From an optimization exercise on the open Yosys and OpenROAD flow, aimed at small area, a short achievable clock period and few clock cycles per item; shortcuts taken in it are not production practice. Function was checked by simulation only, so behaviour that the tests miss may differ from the original.

==> run a <==
==> flow/design.v (excerpt) <==
module binary_neighborhood_count_3x3 (
  input  logic        clk_i,
  input  logic        rst_ni,
  input  logic        in_valid_i,
  output logic        in_stall_o,
  input  logic        pixel_i,
  output logic        out_valid_o,
  input  logic        out_stall_i,
  output logic [3:0]  count_o,
  output logic [9:0]  row_o,
  output logic [9:0]  column_o,
  output logic        run_end_o,
  output logic        image_end_o,
  input  logic        cfg_valid_i,
  output logic        cfg_ready_o,
  input  logic [1:0]  cfg_index_i,
  input  logic [10:0] cfg_data_i
);
export LEC_CHECK = 0
export CAP_MARGIN = 20
export CORE_MARGIN = 2
export CORE_UTILIZATION = 60
export CTS_CLUSTER_DIAMETER = 100
export CTS_CLUSTER_SIZE = 25
export PLACE_DENSITY = 0.7
export SETUP_SLACK_MARGIN = 4.8
export SLEW_MARGIN = 20
export TNS_END_PERCENT = 10
create_clock -name core_clock -period 7.0 [get_ports {clk_i}]
standard.sh (not shown) runs the stock make flow with config.mk's settings and CLKGATE_MAP_FILE= SYNTH_SCRIPT=/design/flow/synth_recipe.tcl, a recipe that flattens the netlist after the stock synthesis.
==> flow/flow/run.sh <==
#!/bin/bash
export CTS_ARGS="-sink_clustering_enable -repair_clock_nets -sink_clustering_size 25 -sink_clustering_max_diameter 100 -dont_use_dummy_load"
export BUFFER_PORTS_ARGS="-buffer_cell sky130_fd_sc_hd__buf_2"
bash standard.sh > standard.log 2>&1
==> run b (differences from run a) <==
--- a/flow/design.v
+++ b/flow/design.v
@@ -108,20 +108,20 @@
   end
   logic [9:0] col_q, row_q, c_q, r_q;
   logic       re_q, lr_q;
   logic [7:0]  ghi_q, glo_q;
   logic       dirty1_q, dirty2_q;
   logic       cgt_q, cge_q, rgt_q, rge_q;
-  logic       in_ready_q, in_stall_q, accept;   
+  logic       in_stall_q, accept;
   logic       c0, r_ge1, r_ge2;            
   logic       c0_n, r_ge1_n, r_ge2_n;
   logic [9:0] c_adv, r_adv, c_n, r_n;
   logic       re_adv, lr_adv, re_n, lr_n;
   logic [9:0] c_idl, r_idl;
   logic       re_idl, lr_idl;
-  assign accept = in_valid_i && in_ready_q;
+  assign accept = in_valid_i && !in_stall_q;
   always_comb begin
     c_adv  = re_q ? 10'd0 : inc10(c_q);
     r_adv  = re_q ? (lr_q ? 10'd0 : inc10(r_q)) : r_q;
     re_adv = (c_adv == w_last_q);
     lr_adv = re_q ? (r_adv == h_last_q) : lr_q;
     if (dirty2_q) begin
@@ -154,42 +154,35 @@
     lr_n = accept ? lr_adv : lr_idl;
   end
   always_ff @(posedge clk_i or negedge rst_ni) begin
     if (!rst_ni) begin
       col_q    <= '0;
       row_q    <= '0;
-      c_q      <= '0;
-      r_q      <= '0;
-      re_q     <= 1'b0;
-      lr_q     <= 1'b0;
-      ghi_q    <= 8'd1;
-      glo_q    <= 8'd1;
-      c0       <= 1'b1;
-      r_ge1    <= 1'b0;
-      r_ge2    <= 1'b0;
-      dirty1_q <= 1'b0;
+      dirty1_q <= 1'b1;
       dirty2_q <= 1'b0;
     end else begin
       if (accept) begin
         col_q <= c_adv;
         row_q <= r_adv;
       end
-      c_q      <= c_n;
-      r_q      <= r_n;
-      re_q     <= re_n;
-      lr_q     <= lr_n;
-      ghi_q    <= onehot8(c_n[9:7]);
-      glo_q    <= onehot8(c_n[6:4]);
-      c0       <= c0_n;
-      r_ge1    <= r_ge1_n;
-      r_ge2    <= r_ge2_n;
       dirty1_q <= cfg_valid_i;
       dirty2_q <= dirty1_q;
     end
   end
   always_ff @(posedge clk_i) begin
+    c_q   <= c_n;
+    r_q   <= r_n;
+    re_q  <= re_n;
+    lr_q  <= lr_n;
+    ghi_q <= onehot8(c_n[9:7]);
+    c0    <= c0_n;
+    r_ge1 <= r_ge1_n;
+    r_ge2 <= r_ge2_n;
+    glo_q <= onehot8(c_n[6:4]);
+  end
+  always_ff @(posedge clk_i) begin
     cgt_q <= gt10(col_q, w_last_q);
     cge_q <= !gt10(w_last_q, col_q);
     rgt_q <= gt10(row_q, h_last_q);
     rge_q <= !gt10(h_last_q, row_q);
   end
   logic [3:0] phase_q;
@@ -236,13 +229,13 @@
   end
   logic [3:0] pend_q, pick, pend_after, pend_pop;
   logic [2:0] bnd_q, bnq_q, bn, bold1_q, ba3_q, ba2_q;
   logic [1:0] bb3_q, bb2_q;
   logic [9:0] br_q, bc_q;
   logic       bimg_q, bsel_q, blr_q, brge1_q;
-  logic       emit, bfree_now, head_load, ov_q, ovn_q;
+  logic       emit, bfree_now, head_load, ov_q;
   logic [2:0] base;
   logic [1:0] addend;
   logic [3:0] res_count;
   logic [9:0] res_row, res_col;
   logic       res_run_end, res_img_end;
   logic [2:0] new_a3, new_a2;
@@ -251,13 +244,13 @@
   logic [2:0] rp_q, wp_q;
   logic [3:0] qn_q;
   logic       seq_q;
   logic [2:0] en_q [QD];
   logic       ere_q[QD];
   logic       qne, pop, push_b, pushq;
-  assign head_load = ovn_q || !out_stall_i;
+  assign head_load = !ov_q || !out_stall_i;
   assign emit      = (pend_q != 4'd0) && head_load;
   assign bfree_now = (pend_q == 4'd0) || (((pend_q & (pend_q - 4'd1)) == 4'd0) && emit);
   assign bn        = bsel_q ? bnq_q : bnd_q;
   always_comb begin
     new_b3 = s3(old1);
     new_a3 = {1'b0, s3(old1)} + {1'b0, s3(old0)};
@@ -368,17 +361,15 @@
   end
   logic [3:0]  oc_q;
   logic [9:0]  orow_q, ocol_q;
   logic        orun_q, oimg_q;
   always_ff @(posedge clk_i or negedge rst_ni) begin
     if (!rst_ni) begin
-      ov_q  <= 1'b0;
-      ovn_q <= 1'b1;
+      ov_q <= 1'b0;
     end else if (head_load) begin
-      ov_q  <= emit;
-      ovn_q <= !emit;
+      ov_q <= emit;
     end
   end
   always_ff @(posedge clk_i) begin
     if (emit) begin
       oc_q   <= res_count;
       orow_q <= res_row;
@@ -405,15 +396,15 @@
     hr_i  = hasres(r_q, lr_q, c_q, re_q);    
     seq_a = (pend_new != 4'd0) && !re_q;
     for (int hl = 0; hl < 2; hl++) begin
       logic       em, bf, ovn;
       logic [3:0] p_i, p_a;
       logic [3:0] n_i, n_a;
-      em  = (pend_q != 4'd0) && ((hl == 1) || ovn_q);
+      em  = (pend_q != 4'd0) && ((hl == 1) || !ov_q);
       bf  = (pend_q == 4'd0) || (((pend_q & (pend_q - 4'd1)) == 4'd0) && em);
-      ovn = ((hl == 1) || ovn_q) ? em : 1'b1;
+      ovn = ((hl == 1) || !ov_q) ? em : 1'b1;
       if (bf && qne) begin
         p_i = pend_pop;
         n_i = qn_q - 4'd1;
         p_a = pend_pop;
         n_a = (pend_new != 4'd0) ? qn_q : qn_q - 4'd1;
       end else if (bf) begin
@@ -431,17 +422,15 @@
       st_i[hl] = !ok_i || (hr_i && !space(p_i, ovn, n_i, seq_q));
     end
     stall_n = accept ? st_a[!out_stall_i] : st_i[!out_stall_i];
   end
   always_ff @(posedge clk_i or negedge rst_ni) begin
     if (!rst_ni) begin
-      in_stall_q <= 1'b0;
-      in_ready_q <= 1'b1;
+      in_stall_q <= 1'b1;
     end else begin
       in_stall_q <= cfg_valid_i || dirty1_q || dirty2_q || stall_n;
-      in_ready_q <= !(cfg_valid_i || dirty1_q || dirty2_q || stall_n);
     end
   end
   assign in_stall_o  = in_stall_q;
   assign out_valid_o = ov_q;
   assign count_o     = oc_q;
   assign row_o       = orow_q;
==> flow/run.sh (new file) <==
#!/bin/bash
# synth_recipe.tcl (not shown) runs the flow's synth.tcl, then flattens the netlist and writes it again
# the make line also repeats each setting of config.mk as NAME=value (left out here)
make -C /OpenROAD-flow-scripts/flow DESIGN_CONFIG=/design/flow/config.mk WORK_HOME=/design/flow/orfs CLKGATE_MAP_FILE= SYNTH_SCRIPT=/design/flow/synth_recipe.tcl finish
CORE_UTILIZATION = 50   (was 60)
PLACE_DENSITY = 0.65   (was 0.7)
removed: flow/flow/run.sh
removed: flow/standard.sh
==> run c (differences from run a) <==
--- a/flow/design.v
+++ b/flow/design.v
@@ -108,20 +108,20 @@
   end
   logic [9:0] col_q, row_q, c_q, r_q;
   logic       re_q, lr_q;
   logic [7:0]  ghi_q, glo_q;
   logic       dirty1_q, dirty2_q;
   logic       cgt_q, cge_q, rgt_q, rge_q;
-  logic       in_ready_q, in_stall_q, accept;   
+  logic       in_stall_q, accept;
   logic       c0, r_ge1, r_ge2;            
   logic       c0_n, r_ge1_n, r_ge2_n;
   logic [9:0] c_adv, r_adv, c_n, r_n;
   logic       re_adv, lr_adv, re_n, lr_n;
   logic [9:0] c_idl, r_idl;
   logic       re_idl, lr_idl;
-  assign accept = in_valid_i && in_ready_q;
+  assign accept = in_valid_i && !in_stall_q;
   always_comb begin
     c_adv  = re_q ? 10'd0 : inc10(c_q);
     r_adv  = re_q ? (lr_q ? 10'd0 : inc10(r_q)) : r_q;
     re_adv = (c_adv == w_last_q);
     lr_adv = re_q ? (r_adv == h_last_q) : lr_q;
     if (dirty2_q) begin
@@ -159,32 +159,32 @@
       row_q    <= '0;
       c_q      <= '0;
       r_q      <= '0;
       re_q     <= 1'b0;
       lr_q     <= 1'b0;
       ghi_q    <= 8'd1;
-      glo_q    <= 8'd1;
       c0       <= 1'b1;
       r_ge1    <= 1'b0;
       r_ge2    <= 1'b0;
+      glo_q    <= 8'd1;
       dirty1_q <= 1'b0;
       dirty2_q <= 1'b0;
     end else begin
       if (accept) begin
         col_q <= c_adv;
         row_q <= r_adv;
       end
       c_q      <= c_n;
       r_q      <= r_n;
       re_q     <= re_n;
       lr_q     <= lr_n;
       ghi_q    <= onehot8(c_n[9:7]);
-      glo_q    <= onehot8(c_n[6:4]);
       c0       <= c0_n;
       r_ge1    <= r_ge1_n;
       r_ge2    <= r_ge2_n;
+      glo_q    <= onehot8(c_n[6:4]);
       dirty1_q <= cfg_valid_i;
       dirty2_q <= dirty1_q;
     end
   end
   always_ff @(posedge clk_i) begin
     cgt_q <= gt10(col_q, w_last_q);
@@ -236,13 +236,13 @@
   end
   logic [3:0] pend_q, pick, pend_after, pend_pop;
   logic [2:0] bnd_q, bnq_q, bn, bold1_q, ba3_q, ba2_q;
   logic [1:0] bb3_q, bb2_q;
   logic [9:0] br_q, bc_q;
   logic       bimg_q, bsel_q, blr_q, brge1_q;
-  logic       emit, bfree_now, head_load, ov_q, ovn_q;
+  logic       emit, bfree_now, head_load, ov_q;
   logic [2:0] base;
   logic [1:0] addend;
   logic [3:0] res_count;
   logic [9:0] res_row, res_col;
   logic       res_run_end, res_img_end;
   logic [2:0] new_a3, new_a2;
@@ -251,13 +251,13 @@
   logic [2:0] rp_q, wp_q;
   logic [3:0] qn_q;
   logic       seq_q;
   logic [2:0] en_q [QD];
   logic       ere_q[QD];
   logic       qne, pop, push_b, pushq;
-  assign head_load = ovn_q || !out_stall_i;
+  assign head_load = !ov_q || !out_stall_i;
   assign emit      = (pend_q != 4'd0) && head_load;
   assign bfree_now = (pend_q == 4'd0) || (((pend_q & (pend_q - 4'd1)) == 4'd0) && emit);
   assign bn        = bsel_q ? bnq_q : bnd_q;
   always_comb begin
     new_b3 = s3(old1);
     new_a3 = {1'b0, s3(old1)} + {1'b0, s3(old0)};
@@ -368,17 +368,15 @@
   end
   logic [3:0]  oc_q;
   logic [9:0]  orow_q, ocol_q;
   logic        orun_q, oimg_q;
   always_ff @(posedge clk_i or negedge rst_ni) begin
     if (!rst_ni) begin
-      ov_q  <= 1'b0;
-      ovn_q <= 1'b1;
+      ov_q <= 1'b0;
     end else if (head_load) begin
-      ov_q  <= emit;
-      ovn_q <= !emit;
+      ov_q <= emit;
     end
   end
   always_ff @(posedge clk_i) begin
     if (emit) begin
       oc_q   <= res_count;
       orow_q <= res_row;
@@ -405,15 +403,15 @@
     hr_i  = hasres(r_q, lr_q, c_q, re_q);    
     seq_a = (pend_new != 4'd0) && !re_q;
     for (int hl = 0; hl < 2; hl++) begin
       logic       em, bf, ovn;
       logic [3:0] p_i, p_a;
       logic [3:0] n_i, n_a;
-      em  = (pend_q != 4'd0) && ((hl == 1) || ovn_q);
+      em  = (pend_q != 4'd0) && ((hl == 1) || !ov_q);
       bf  = (pend_q == 4'd0) || (((pend_q & (pend_q - 4'd1)) == 4'd0) && em);
-      ovn = ((hl == 1) || ovn_q) ? em : 1'b1;
+      ovn = ((hl == 1) || !ov_q) ? em : 1'b1;
       if (bf && qne) begin
         p_i = pend_pop;
         n_i = qn_q - 4'd1;
         p_a = pend_pop;
         n_a = (pend_new != 4'd0) ? qn_q : qn_q - 4'd1;
       end else if (bf) begin
@@ -432,16 +430,14 @@
     end
     stall_n = accept ? st_a[!out_stall_i] : st_i[!out_stall_i];
   end
   always_ff @(posedge clk_i or negedge rst_ni) begin
     if (!rst_ni) begin
       in_stall_q <= 1'b0;
-      in_ready_q <= 1'b1;
     end else begin
       in_stall_q <= cfg_valid_i || dirty1_q || dirty2_q || stall_n;
-      in_ready_q <= !(cfg_valid_i || dirty1_q || dirty2_q || stall_n);
     end
   end
   assign in_stall_o  = in_stall_q;
   assign out_valid_o = ov_q;
   assign count_o     = oc_q;
   assign row_o       = orow_q;
==> flow/run.sh (new file) <==
#!/bin/bash
# synth_recipe.tcl (not shown) runs the flow's synth.tcl, then flattens the netlist and writes it again
# the make line also repeats each setting of config.mk as NAME=value (left out here)
make -C /OpenROAD-flow-scripts/flow DESIGN_CONFIG=/design/flow/config.mk WORK_HOME=/design/flow/orfs CLKGATE_MAP_FILE= SYNTH_SCRIPT=/design/flow/synth_recipe.tcl finish
CTS_CLUSTER_SIZE = 30   (was 25)
removed: flow/flow/run.sh
removed: flow/standard.sh
==> run d (differences from run a) <==
--- a/flow/design.v
+++ b/flow/design.v
@@ -108,20 +108,20 @@
   end
   logic [9:0] col_q, row_q, c_q, r_q;
   logic       re_q, lr_q;
   logic [7:0]  ghi_q, glo_q;
   logic       dirty1_q, dirty2_q;
   logic       cgt_q, cge_q, rgt_q, rge_q;
-  logic       in_ready_q, in_stall_q, accept;   
+  logic       in_stall_q, accept;
   logic       c0, r_ge1, r_ge2;            
   logic       c0_n, r_ge1_n, r_ge2_n;
   logic [9:0] c_adv, r_adv, c_n, r_n;
   logic       re_adv, lr_adv, re_n, lr_n;
   logic [9:0] c_idl, r_idl;
   logic       re_idl, lr_idl;
-  assign accept = in_valid_i && in_ready_q;
+  assign accept = in_valid_i && !in_stall_q;
   always_comb begin
     c_adv  = re_q ? 10'd0 : inc10(c_q);
     r_adv  = re_q ? (lr_q ? 10'd0 : inc10(r_q)) : r_q;
     re_adv = (c_adv == w_last_q);
     lr_adv = re_q ? (r_adv == h_last_q) : lr_q;
     if (dirty2_q) begin
@@ -159,32 +159,32 @@
       row_q    <= '0;
       c_q      <= '0;
       r_q      <= '0;
       re_q     <= 1'b0;
       lr_q     <= 1'b0;
       ghi_q    <= 8'd1;
-      glo_q    <= 8'd1;
       c0       <= 1'b1;
       r_ge1    <= 1'b0;
       r_ge2    <= 1'b0;
+      glo_q    <= 8'd1;
       dirty1_q <= 1'b0;
       dirty2_q <= 1'b0;
     end else begin
       if (accept) begin
         col_q <= c_adv;
         row_q <= r_adv;
       end
       c_q      <= c_n;
       r_q      <= r_n;
       re_q     <= re_n;
       lr_q     <= lr_n;
       ghi_q    <= onehot8(c_n[9:7]);
-      glo_q    <= onehot8(c_n[6:4]);
       c0       <= c0_n;
       r_ge1    <= r_ge1_n;
       r_ge2    <= r_ge2_n;
+      glo_q    <= onehot8(c_n[6:4]);
       dirty1_q <= cfg_valid_i;
       dirty2_q <= dirty1_q;
     end
   end
   always_ff @(posedge clk_i) begin
     cgt_q <= gt10(col_q, w_last_q);
@@ -236,13 +236,13 @@
   end
   logic [3:0] pend_q, pick, pend_after, pend_pop;
   logic [2:0] bnd_q, bnq_q, bn, bold1_q, ba3_q, ba2_q;
   logic [1:0] bb3_q, bb2_q;
   logic [9:0] br_q, bc_q;
   logic       bimg_q, bsel_q, blr_q, brge1_q;
-  logic       emit, bfree_now, head_load, ov_q, ovn_q;
+  logic       emit, bfree_now, head_load, ov_q;
   logic [2:0] base;
   logic [1:0] addend;
   logic [3:0] res_count;
   logic [9:0] res_row, res_col;
   logic       res_run_end, res_img_end;
   logic [2:0] new_a3, new_a2;
@@ -251,13 +251,13 @@
   logic [2:0] rp_q, wp_q;
   logic [3:0] qn_q;
   logic       seq_q;
   logic [2:0] en_q [QD];
   logic       ere_q[QD];
   logic       qne, pop, push_b, pushq;
-  assign head_load = ovn_q || !out_stall_i;
+  assign head_load = !ov_q || !out_stall_i;
   assign emit      = (pend_q != 4'd0) && head_load;
   assign bfree_now = (pend_q == 4'd0) || (((pend_q & (pend_q - 4'd1)) == 4'd0) && emit);
   assign bn        = bsel_q ? bnq_q : bnd_q;
   always_comb begin
     new_b3 = s3(old1);
     new_a3 = {1'b0, s3(old1)} + {1'b0, s3(old0)};
@@ -368,17 +368,15 @@
   end
   logic [3:0]  oc_q;
   logic [9:0]  orow_q, ocol_q;
   logic        orun_q, oimg_q;
   always_ff @(posedge clk_i or negedge rst_ni) begin
     if (!rst_ni) begin
-      ov_q  <= 1'b0;
-      ovn_q <= 1'b1;
+      ov_q <= 1'b0;
     end else if (head_load) begin
-      ov_q  <= emit;
-      ovn_q <= !emit;
+      ov_q <= emit;
     end
   end
   always_ff @(posedge clk_i) begin
     if (emit) begin
       oc_q   <= res_count;
       orow_q <= res_row;
@@ -405,15 +403,15 @@
     hr_i  = hasres(r_q, lr_q, c_q, re_q);    
     seq_a = (pend_new != 4'd0) && !re_q;
     for (int hl = 0; hl < 2; hl++) begin
       logic       em, bf, ovn;
       logic [3:0] p_i, p_a;
       logic [3:0] n_i, n_a;
-      em  = (pend_q != 4'd0) && ((hl == 1) || ovn_q);
+      em  = (pend_q != 4'd0) && ((hl == 1) || !ov_q);
       bf  = (pend_q == 4'd0) || (((pend_q & (pend_q - 4'd1)) == 4'd0) && em);
-      ovn = ((hl == 1) || ovn_q) ? em : 1'b1;
+      ovn = ((hl == 1) || !ov_q) ? em : 1'b1;
       if (bf && qne) begin
         p_i = pend_pop;
         n_i = qn_q - 4'd1;
         p_a = pend_pop;
         n_a = (pend_new != 4'd0) ? qn_q : qn_q - 4'd1;
       end else if (bf) begin
@@ -432,16 +430,14 @@
     end
     stall_n = accept ? st_a[!out_stall_i] : st_i[!out_stall_i];
   end
   always_ff @(posedge clk_i or negedge rst_ni) begin
     if (!rst_ni) begin
       in_stall_q <= 1'b0;
-      in_ready_q <= 1'b1;
     end else begin
       in_stall_q <= cfg_valid_i || dirty1_q || dirty2_q || stall_n;
-      in_ready_q <= !(cfg_valid_i || dirty1_q || dirty2_q || stall_n);
     end
   end
   assign in_stall_o  = in_stall_q;
   assign out_valid_o = ov_q;
   assign count_o     = oc_q;
   assign row_o       = orow_q;
==> flow/run.sh (new file) <==
#!/bin/bash
# synth_recipe.tcl (not shown) runs the flow's synth.tcl, then flattens the netlist and writes it again
# the make line also repeats each setting of config.mk as NAME=value (left out here)
make -C /OpenROAD-flow-scripts/flow DESIGN_CONFIG=/design/flow/config.mk WORK_HOME=/design/flow/orfs CLKGATE_MAP_FILE= SYNTH_SCRIPT=/design/flow/synth_recipe.tcl finish
removed: flow/flow/run.sh
removed: flow/standard.sh
==> impl_metrics.prom <==
# TYPE chip_impl_metric gauge
chip_impl_metric{name="core_area",unit="um^2"} 92910
chip_impl_metric{name="tightest_slew",unit="ns"} 0.8688
chip_impl_metric{name="vias_per_cell",unit=""} 4.930
chip_impl_metric{name="finalHoldWorstSlack",unit="ns"} 0.2768
chip_impl_metric{name="die_area",unit="um^2"} 95730
chip_impl_metric{name="comb.multi_input.count",unit=""} 1149
chip_impl_metric{name="syn-instance-count",unit=""} 3576
chip_impl_metric{name="layout.non_clock_inverters",unit=""} 75
chip_impl_metric{name="buffers_excl_clock",unit=""} 141
chip_impl_info{name="ys_top_cells_by_count",value="dfxtp_1 (2052), nand2_1 (170), mux2_2 (153)"} 1
chip_impl_metric{name="place.gp.congestion",unit=""} 0.8909
chip_impl_metric{name="grt_start_max_net_pins",unit=""} 86
chip_impl_info{name="result_of_the_run",value="no timing/DRC/antenna violations"} 1
(the above is from run a)
==> impl_metrics.prom <==
# TYPE chip_impl_metric gauge
chip_impl_metric{name="layout.non_clock_inverters",unit=""} 67
chip_impl_metric{name="place.gp.congestion",unit=""} 0.8776
chip_impl_metric{name="finalHoldWorstSlack",unit="ns"} 0.3082
chip_impl_info{name="result_of_the_run",value="no timing/DRC/antenna violations"} 1
chip_impl_metric{name="syn-instance-count",unit=""} 3568
chip_impl_info{name="ys_top_cells_by_count",value="dfxtp_1 (2052), nand2_1 (192), mux2_2 (154)"} 1
chip_impl_metric{name="die_area",unit="um^2"} 95350
chip_impl_metric{name="core_area",unit="um^2"} 91800
chip_impl_metric{name="vias_per_cell",unit=""} 4.940
chip_impl_metric{name="grt_start_max_net_pins",unit=""} 75
chip_impl_metric{name="tightest_slew",unit="ns"} 0.9806
(the above is from run d)
==> impl_metrics.prom <==
# TYPE chip_impl_metric gauge
chip_impl_info{name="result_of_the_run",value="no timing/DRC/antenna violations"} 1
chip_impl_metric{name="buffers_excl_clock",unit=""} 140
chip_impl_metric{name="vias_per_cell",unit=""} 4.917
chip_impl_metric{name="comb.multi_input.count",unit=""} 1152
chip_impl_info{name="criticalPathCategory",value="reg -> out"} 1
chip_impl_metric{name="place.gp.congestion",unit=""} 0.8776
chip_impl_metric{name="power.net_switching",unit="mW"} 5.464
chip_impl_metric{name="seq_cell_power",unit="mW"} 13.8
chip_impl_info{name="global_route.peak_usage_layer",value="met2"} 1
chip_impl_metric{name="syn-instance-count",unit=""} 3568
chip_impl_info{name="ys_top_cells_by_count",value="dfxtp_1 (2052), nand2_1 (192), mux2_2 (154)"} 1
chip_impl_metric{name="tightest_slew",unit="ns"} 0.9658
chip_impl_metric{name="grt_start_max_net_pins",unit=""} 75
chip_impl_metric{name="finalHoldWorstSlack",unit="ns"} 0.3100
(the above is from run c)
==> impl_metrics.prom <==
# TYPE chip_impl_metric gauge
chip_impl_metric{name="tritoncts_num_sinks",unit=""} 2263
chip_impl_metric{name="buffers_excl_clock",unit=""} 82
chip_impl_metric{name="core_area",unit="um^2"} 110400
chip_impl_metric{name="place.gp.congestion",unit=""} 0.8488
chip_impl_metric{name="grt_start_max_net_pins",unit=""} 75
chip_impl_metric{name="comb.multi_input.count",unit=""} 1163
chip_impl_metric{name="antenna_found_initial",unit=""} 0
chip_impl_info{name="result_of_the_run",value="no timing/DRC/antenna violations"} 1
chip_impl_metric{name="clock_cell_area_share",unit="%"} 4.431
chip_impl_metric{name="vias_per_cell",unit=""} 4.620
chip_impl_metric{name="tightest_slew",unit="ns"} 0.9633
chip_impl_metric{name="layout.non_clock_inverters",unit=""} 72
chip_impl_metric{name="syn-instance-count",unit=""} 3583
chip_impl_metric{name="die_area",unit="um^2"} 113700
chip_impl_metric{name="finalHoldWorstSlack",unit="ns"} 0.3110
chip_impl_info{name="ys_top_cells_by_count",value="dfxtp_1 (2088), nand2_1 (233), mux2_2 (142)"} 1
(the above is from run b)
Testbench counts of run a, summed over its fixed seeds: cycles 279,125, items 253,450.
Testbench counts of run b, summed over its fixed seeds: cycles 279,125, items 253,450.
Testbench counts of run c, summed over its fixed seeds: cycles 279,125, items 253,450.
Testbench counts of run d, summed over its fixed seeds: cycles 279,125, items 253,450.

## static timing again, ports no longer ideal
How much do the figures lean on ideal ports? The routed layouts below were timed once more, with nothing changed but the port constraints.
Step 1, drivers: a clkbuf_16 drives clk_i and a buf_2 each remaining input, both assumed.
Step 2 moves the port delays by t, midway between the first and last clock arrival at a register: inputs arrive t later, outputs are due t later. That takes back most of the time a late clock gives input paths.
Three values: ideal, step 1, step 2; two values: the first two.
run | t (ns) | setup WS [ns] | worst setup path at the end | cell pins on the clock port's net
run a | 0.711 | 4.236 / 4.236 / 3.830 | input to register | 1
run b | 0.762 | 4.211 / 4.143 / 3.511 | input to register | 1
run c | 0.735 | 4.280 / 4.214 / 3.765 | input to register | 1
run d | 0.748 | 4.248 / 4.190 / 3.727 | input to register | 1
After both steps every run listed still meets setup and hold. The setup slack of run b, which loses most, moves by -0.068 ns with the drivers and by -0.700 ns with both steps.
